Context: an optimization exercise on an open-source flow, tuned for small area, a short achievable clock period and few clock cycles per item. The choices shown serve that exercise and are no tape-out recipe.
Function was checked by simulation only, so behaviour that the tests miss may differ from the original.

==> build 52: inputs <==
==> flow/design.v <==
package grid_pkg;
    localparam int GRID_COLS  = 10;
    localparam int GRID_ROWS  = 20;
    localparam int GRID_CELLS = GRID_COLS * GRID_ROWS;
    typedef logic [7:0] cell_idx_t;
    typedef logic [4:0] row_idx_t;
    typedef logic [3:0] col_idx_t;
    typedef logic [GRID_ROWS-1:0] row_mask_t;
    localparam cell_idx_t CELL_NONE = 8'd255;
endpackage
package piece_pkg;
    typedef enum logic [2:0] {
        PIECE_NONE   = 3'd0,
        PIECE_SQUARE = 3'd1,
        PIECE_BAR    = 3'd2,
        PIECE_S      = 3'd3,
        PIECE_Z      = 3'd4,
        PIECE_L      = 3'd5,
        PIECE_J      = 3'd6,
        PIECE_T      = 3'd7
    } piece_type_t;
    typedef logic [1:0] rotation_t;
    typedef logic [2:0] color_t;
endpackage
module piece_cell_decoder (
    input  piece_pkg::piece_type_t piece_type,
    input  piece_pkg::rotation_t   rotation,
    input  grid_pkg::cell_idx_t    location,
    output grid_pkg::cell_idx_t    cell_0,
    output grid_pkg::cell_idx_t    cell_1,
    output grid_pkg::cell_idx_t    cell_2,
    output grid_pkg::cell_idx_t    cell_3
);
    logic signed [5:0] off_0, off_1, off_2, off_3;
    logic              shape_ok;
    function automatic grid_pkg::cell_idx_t offset_cell(
        input logic [7:0]        loc,
        input logic signed [5:0] delta
    );
        logic signed [9:0] sum;
        sum = $signed({2'b00, loc}) + {{4{delta[5]}}, delta};
        if (sum < 0 || sum > 255) begin
            offset_cell = grid_pkg::CELL_NONE;
        end else begin
            offset_cell = sum[7:0];
        end
    endfunction
    always_comb begin
        off_0    = 6'sd0;
        off_1    = 6'sd0;
        off_2    = 6'sd0;
        off_3    = 6'sd0;
        shape_ok = 1'b1;
        case (piece_type)
            piece_pkg::PIECE_SQUARE: begin
                off_0 = 0; off_1 = 1; off_2 = -10; off_3 = -9;
            end
            piece_pkg::PIECE_BAR: begin
                if (rotation[0]) begin
                    off_0 = 10; off_1 = 0; off_2 = -10; off_3 = -20;
                end else begin
                    off_0 = 0; off_1 = -1; off_2 = 1; off_3 = 2;
                end
            end
            piece_pkg::PIECE_S: begin
                if (rotation[0]) begin
                    off_0 = 0; off_1 = -10; off_2 = -9; off_3 = -19;
                end else begin
                    off_0 = 0; off_1 = 1; off_2 = -10; off_3 = -11;
                end
            end
            piece_pkg::PIECE_Z: begin
                if (rotation[0]) begin
                    off_0 = 1; off_1 = -9; off_2 = -10; off_3 = -20;
                end else begin
                    off_0 = 0; off_1 = 1; off_2 = -9; off_3 = -8;
                end
            end
            piece_pkg::PIECE_L: begin
                case (rotation)
                    2'd0:    begin off_0 = 0; off_1 = -10; off_2 = -20; off_3 = -19; end
                    2'd1:    begin off_0 = 0; off_1 = 1;   off_2 = 2;   off_3 = -10; end
                    2'd2:    begin off_0 = 0; off_1 = 1;   off_2 = -9;  off_3 = -19; end
                    default: begin off_0 = 2; off_1 = -8;  off_2 = -9;  off_3 = -10; end
                endcase
            end
            piece_pkg::PIECE_J: begin
                case (rotation)
                    2'd0:    begin off_0 = 0;  off_1 = -10; off_2 = -20; off_3 = -21; end
                    2'd1:    begin off_0 = -1; off_1 = -11; off_2 = -10; off_3 = -9;  end
                    2'd2:    begin off_0 = 0;  off_1 = -1;  off_2 = -11; off_3 = -21; end
                    default: begin off_0 = -1; off_1 = 0;   off_2 = 1;   off_3 = -9;  end
                endcase
            end
            piece_pkg::PIECE_T: begin
                case (rotation)
                    2'd0:    begin off_0 = 0; off_1 = -1; off_2 = 1;   off_3 = -10; end
                    2'd1:    begin off_0 = 0; off_1 = 10; off_2 = -10; off_3 = -1;  end
                    2'd2:    begin off_0 = 0; off_1 = 10; off_2 = 1;   off_3 = -1;  end
                    default: begin off_0 = 0; off_1 = 10; off_2 = -10; off_3 = 1;   end
                endcase
            end
            default: begin
                shape_ok = 1'b0;
            end
        endcase
        if (shape_ok) begin
            cell_0 = offset_cell(location, off_0);
            cell_1 = offset_cell(location, off_1);
            cell_2 = offset_cell(location, off_2);
            cell_3 = offset_cell(location, off_3);
        end else begin
            cell_0 = grid_pkg::CELL_NONE;
            cell_1 = grid_pkg::CELL_NONE;
            cell_2 = grid_pkg::CELL_NONE;
            cell_3 = grid_pkg::CELL_NONE;
        end
    end
endmodule
module grid_update_fsm (
    input  logic                clk,
    input  logic                rst_n,
    input  logic                place,
    input  logic                clear,
    input  grid_pkg::row_mask_t full_rows,
    output logic                busy,
    output logic                init,
    output logic                do_place,
    output grid_pkg::row_mask_t shift_row
);
    localparam int R = grid_pkg::GRID_ROWS;
    grid_pkg::row_mask_t pend;       
    grid_pkg::row_mask_t cur;        
    logic [R:0]          above;      
    assign busy     = init | (|pend);
    assign do_place = !busy && place;
    assign cur      = busy ? pend : ((!place && clear) ? full_rows : '0);
    always_comb begin
        above[R] = 1'b0;
        for (int r = R - 1; r >= 0; r--) begin
            above[r] = above[r+1] | cur[r];
        end
        for (int r = 0; r < R; r++) begin
            shift_row[r] = above[0] & !above[r+1];
        end
    end
    always_ff @(posedge clk or negedge rst_n) begin
        if (!rst_n) begin
            init <= 1'b1;
            pend <= '0;
        end else begin
            init <= 1'b0;
            pend <= cur & above[R:1];
        end
    end
endmodule
module color_grid_ram (
    input  logic                clk,
    input  grid_pkg::row_mask_t shift_row,
    input  logic [grid_pkg::GRID_CELLS-1:0] hit,
    input  piece_pkg::color_t   wr_data,
    input  grid_pkg::cell_idx_t read_addr,
    output piece_pkg::color_t   read_data
);
    localparam int N = grid_pkg::GRID_CELLS;
    localparam int C = grid_pkg::GRID_COLS;
    piece_pkg::color_t mem [N];
    always_ff @(posedge clk) begin
        for (int i = 0; i < N; i++) begin
            if (shift_row[i / C]) begin
                mem[i] <= (i + C < N) ? mem[(i + C) % N] : 3'd0;
            end else if (hit[i]) begin
                mem[i] <= wr_data;
            end
        end
    end
    always_comb begin
        read_data = '0;
        for (int i = 0; i < N; i++) begin
            if (read_addr == i) read_data = mem[i];
        end
    end
endmodule
module tetris_color_grid (
    input  logic                   clk,
    input  logic                   rst_n,
    input  logic                   place,
    input  piece_pkg::piece_type_t piece_type,
    input  piece_pkg::rotation_t   rotation,
    input  grid_pkg::cell_idx_t    location,
    input  logic                   clear,
    input  grid_pkg::row_mask_t    full_rows,
    output logic                   busy,
    input  grid_pkg::cell_idx_t    read_addr,
    output piece_pkg::color_t      read_data
);
    localparam int N = grid_pkg::GRID_CELLS;
    logic                   init;
    logic                   do_place;
    grid_pkg::row_mask_t    shift_row;
    grid_pkg::cell_idx_t    pc [4];
    logic [15:0]            hi [4];
    logic [15:0]            lo [4];
    logic [N-1:0]           hit;
    piece_pkg::color_t      wr_data;
    piece_cell_decoder decode_i (
        .piece_type (piece_type),
        .rotation   (rotation),
        .location   (location),
        .cell_0     (pc[0]),
        .cell_1     (pc[1]),
        .cell_2     (pc[2]),
        .cell_3     (pc[3])
    );
    grid_update_fsm execute_i (
        .clk       (clk),
        .rst_n     (rst_n),
        .place     (place),
        .clear     (clear),
        .full_rows (full_rows),
        .busy      (busy),
        .init      (init),
        .do_place  (do_place),
        .shift_row (shift_row)
    );
    always_comb begin
        for (int k = 0; k < 4; k++) begin
            hi[k] = '0;
            lo[k] = '0;
            hi[k][pc[k][7:4]] = do_place;
            lo[k][pc[k][3:0]] = 1'b1;
        end
        for (int i = 0; i < N; i++) begin
            hit[i] = init;
            for (int k = 0; k < 4; k++) begin
                hit[i] = hit[i] | (hi[k][i / 16] & lo[k][i % 16]);
            end
        end
    end
    assign wr_data = init ? 3'd0 : piece_type;
    color_grid_ram result_i (
        .clk       (clk),
        .shift_row (shift_row),
        .hit       (hit),
        .wr_data   (wr_data),
        .read_addr (read_addr),
        .read_data (read_data)
    );
endmodule
==> flow/run.sh <==
#!/bin/bash
# synth_recipe.tcl (not shown) runs the flow's synth.tcl, then flattens the netlist and writes it again
# the make line also repeats each setting of config.mk as NAME=value (left out here)
make -C /OpenROAD-flow-scripts/flow DESIGN_CONFIG=/design/flow/config.mk WORK_HOME=/design/flow/orfs CLKGATE_MAP_FILE= SYNTH_SCRIPT=/design/flow/synth_recipe.tcl finish
==> flow/config.mk <==
export PLATFORM = sky130hd
export DESIGN_NAME = tetris_color_grid
export DESIGN_NICKNAME = tetris_color_grid
export VERILOG_FILES = /design/flow/design.v
export SDC_FILE = /design/flow/constraint.sdc
export NUM_CORES = 4
export LEC_CHECK = 0
export CAP_MARGIN = 20
export CORE_MARGIN = 2
export CORE_UTILIZATION = 40
export SLEW_MARGIN = 20
==> flow/constraint.sdc <==
create_clock -name core_clock -period 7.0 [get_ports {clk}]
set_input_delay 1.4000 -clock core_clock [delete_from_list [all_inputs] [get_ports {clk}]]
set_output_delay 1.4000 -clock core_clock [all_outputs]
set_load 0.01 [all_outputs]
==> inputs of trial 4, as changes to build 52 <==
--- a/flow/design.v
+++ b/flow/design.v
@@ -28,10 +28,10 @@
     input  grid_pkg::cell_idx_t    location,
-    output grid_pkg::cell_idx_t    cell_0,
-    output grid_pkg::cell_idx_t    cell_1,
-    output grid_pkg::cell_idx_t    cell_2,
-    output grid_pkg::cell_idx_t    cell_3
+    output logic                   shape_ok,
+    output logic [8:0]             cell_0,
+    output logic [8:0]             cell_1,
+    output logic [8:0]             cell_2,
+    output logic [8:0]             cell_3
 );
     logic signed [5:0] off_0, off_1, off_2, off_3;
-    logic              shape_ok;
-    function automatic grid_pkg::cell_idx_t offset_cell(
+    function automatic logic [8:0] offset_cell(
         input logic [7:0]        loc,
@@ -39,9 +39,3 @@
     );
-        logic signed [9:0] sum;
-        sum = $signed({2'b00, loc}) + {{4{delta[5]}}, delta};
-        if (sum < 0 || sum > 255) begin
-            offset_cell = grid_pkg::CELL_NONE;
-        end else begin
-            offset_cell = sum[7:0];
-        end
+        offset_cell = {1'b0, loc} + {{3{delta[5]}}, delta};
     endfunction
@@ -106,13 +100,6 @@
         endcase
-        if (shape_ok) begin
-            cell_0 = offset_cell(location, off_0);
-            cell_1 = offset_cell(location, off_1);
-            cell_2 = offset_cell(location, off_2);
-            cell_3 = offset_cell(location, off_3);
-        end else begin
-            cell_0 = grid_pkg::CELL_NONE;
-            cell_1 = grid_pkg::CELL_NONE;
-            cell_2 = grid_pkg::CELL_NONE;
-            cell_3 = grid_pkg::CELL_NONE;
-        end
+        cell_0 = offset_cell(location, off_0);
+        cell_1 = offset_cell(location, off_1);
+        cell_2 = offset_cell(location, off_2);
+        cell_3 = offset_cell(location, off_3);
     end
@@ -128,3 +115,4 @@
     output logic                do_place,
-    output grid_pkg::row_mask_t shift_row
+    output grid_pkg::row_mask_t shift_1,
+    output grid_pkg::row_mask_t shift_2
 );
@@ -133,3 +121,4 @@
     grid_pkg::row_mask_t cur;        
-    logic [R:0]          above;      
+    logic [R+1:0]        one_up;     
+    logic [R+1:0]        two_up;     
     assign busy     = init | (|pend);
@@ -138,8 +127,14 @@
     always_comb begin
-        above[R] = 1'b0;
+        one_up[R+1] = 1'b0;
+        two_up[R+1] = 1'b0;
+        one_up[R]   = 1'b0;
+        two_up[R]   = 1'b0;
         for (int r = R - 1; r >= 0; r--) begin
-            above[r] = above[r+1] | cur[r];
+            one_up[r] = one_up[r+1] | cur[r];
+            two_up[r] = two_up[r+1] | (one_up[r+1] & cur[r]);
         end
         for (int r = 0; r < R; r++) begin
-            shift_row[r] = above[0] & !above[r+1];
+            shift_2[r] = two_up[0] & !one_up[r+2];
+            shift_1[r] = two_up[0] ? (!two_up[r+1] & one_up[r+2])
+                                   : (one_up[0] & !one_up[r+1]);
         end
@@ -152,3 +147,3 @@
             init <= 1'b0;
-            pend <= cur & above[R:1];
+            pend <= cur & two_up[R:1];
         end
@@ -158,3 +153,4 @@
     input  logic                clk,
-    input  grid_pkg::row_mask_t shift_row,
+    input  grid_pkg::row_mask_t shift_1,
+    input  grid_pkg::row_mask_t shift_2,
     input  logic [grid_pkg::GRID_CELLS-1:0] hit,
@@ -167,15 +163,29 @@
     piece_pkg::color_t mem [N];
+    piece_pkg::color_t fill [grid_pkg::GRID_ROWS];
+    always_comb begin
+        for (int r = 0; r < grid_pkg::GRID_ROWS; r++) begin
+            fill[r] = wr_data & {3{!(shift_1[r] | shift_2[r])}};
+        end
+    end
     always_ff @(posedge clk) begin
         for (int i = 0; i < N; i++) begin
-            if (shift_row[i / C]) begin
-                mem[i] <= (i + C < N) ? mem[(i + C) % N] : 3'd0;
-            end else if (hit[i]) begin
-                mem[i] <= wr_data;
-            end
-        end
-    end
-    always_comb begin
+            if (shift_1[i / C] | shift_2[i / C] | hit[i]) begin
+                mem[i] <= ({3{shift_1[i / C]}} & ((i + C < N) ? mem[(i + C) % N] : 3'd0))
+                        | ({3{shift_2[i / C]}} & ((i + 2 * C < N) ? mem[(i + 2 * C) % N] : 3'd0))
+                        | fill[i / C];
+            end
+        end
+    end
+    localparam int NB = (N + 15) / 16;
+    piece_pkg::color_t blk [NB];
+    always_comb begin
+        for (int b = 0; b < NB; b++) begin
+            blk[b] = '0;
+            for (int j = 0; j < 16; j++) begin
+                if (b * 16 + j < N && read_addr[3:0] == j) blk[b] = mem[(b * 16 + j) % N];
+            end
+        end
         read_data = '0;
-        for (int i = 0; i < N; i++) begin
-            if (read_addr == i) read_data = mem[i];
+        for (int b = 0; b < NB; b++) begin
+            if (read_addr[7:4] == b) read_data = blk[b];
         end
@@ -199,4 +209,6 @@
     logic                   do_place;
-    grid_pkg::row_mask_t    shift_row;
-    grid_pkg::cell_idx_t    pc [4];
+    grid_pkg::row_mask_t    shift_1;
+    grid_pkg::row_mask_t    shift_2;
+    logic [8:0]             pc [4];
+    logic                   shape_ok;
     logic [15:0]            hi [4];
@@ -209,2 +221,3 @@
         .location   (location),
+        .shape_ok   (shape_ok),
         .cell_0     (pc[0]),
@@ -223,3 +236,4 @@
         .do_place  (do_place),
-        .shift_row (shift_row)
+        .shift_1   (shift_1),
+        .shift_2   (shift_2)
     );
@@ -229,3 +243,3 @@
             lo[k] = '0;
-            hi[k][pc[k][7:4]] = do_place;
+            hi[k][pc[k][7:4]] = do_place & shape_ok & !pc[k][8];
             lo[k][pc[k][3:0]] = 1'b1;
@@ -242,3 +256,4 @@
         .clk       (clk),
-        .shift_row (shift_row),
+        .shift_1   (shift_1),
+        .shift_2   (shift_2),
         .hit       (hit),
Settings changed: ABC_CLOCK_PERIOD_IN_PS set to 4500, CORE_UTILIZATION 40 to 55, SETUP_SLACK_MARGIN set to 2.5.
==> notes <==
Area after synthesis: build 52 is larger than trial 4 (1.7%).
Against trial 4, the synthesized cell count of build 52 is higher by 8.7%.
Trial 4 aborted during global routing (5_1_grt) with GRT-0232. Build 52 finished but failed the layout checks on negative setup slack.
Testbench counts of build 52, summed over its fixed seeds: cycles 1,195, commands 960.
Testbench counts of trial 4, summed over its fixed seeds: cycles 1,039, commands 960.

what the ideal ports hide:
How much do the figures lean on ideal ports? The routed layout below was timed once more, with nothing changed but the port constraints. Step 1 (the two cells are an assumption about what drives the block):
set clk [get_ports {clk}]
set_driving_cell -lib_cell sky130_fd_sc_hd__clkbuf_16 $clk
set_driving_cell -lib_cell sky130_fd_sc_hd__buf_2 [delete_from_list [all_inputs] $clk]
Step 2 also shifts input and output timing later by t, the mid clock arrival at the registers, as if the neighbouring blocks saw the same clock. Slacks: ideal ports / drivers / drivers and shift; pairs: ideal ports / drivers.
run: build 52
t, ns: 0.745
slack for setup (ns): -0.009 / -0.028 / -0.322
hold WS [ns]: 0.491 / 0.491 / 0.491
For build 52, drivers alone change the setup slack by -0.019 ns; drivers and shift together by -0.313 ns.
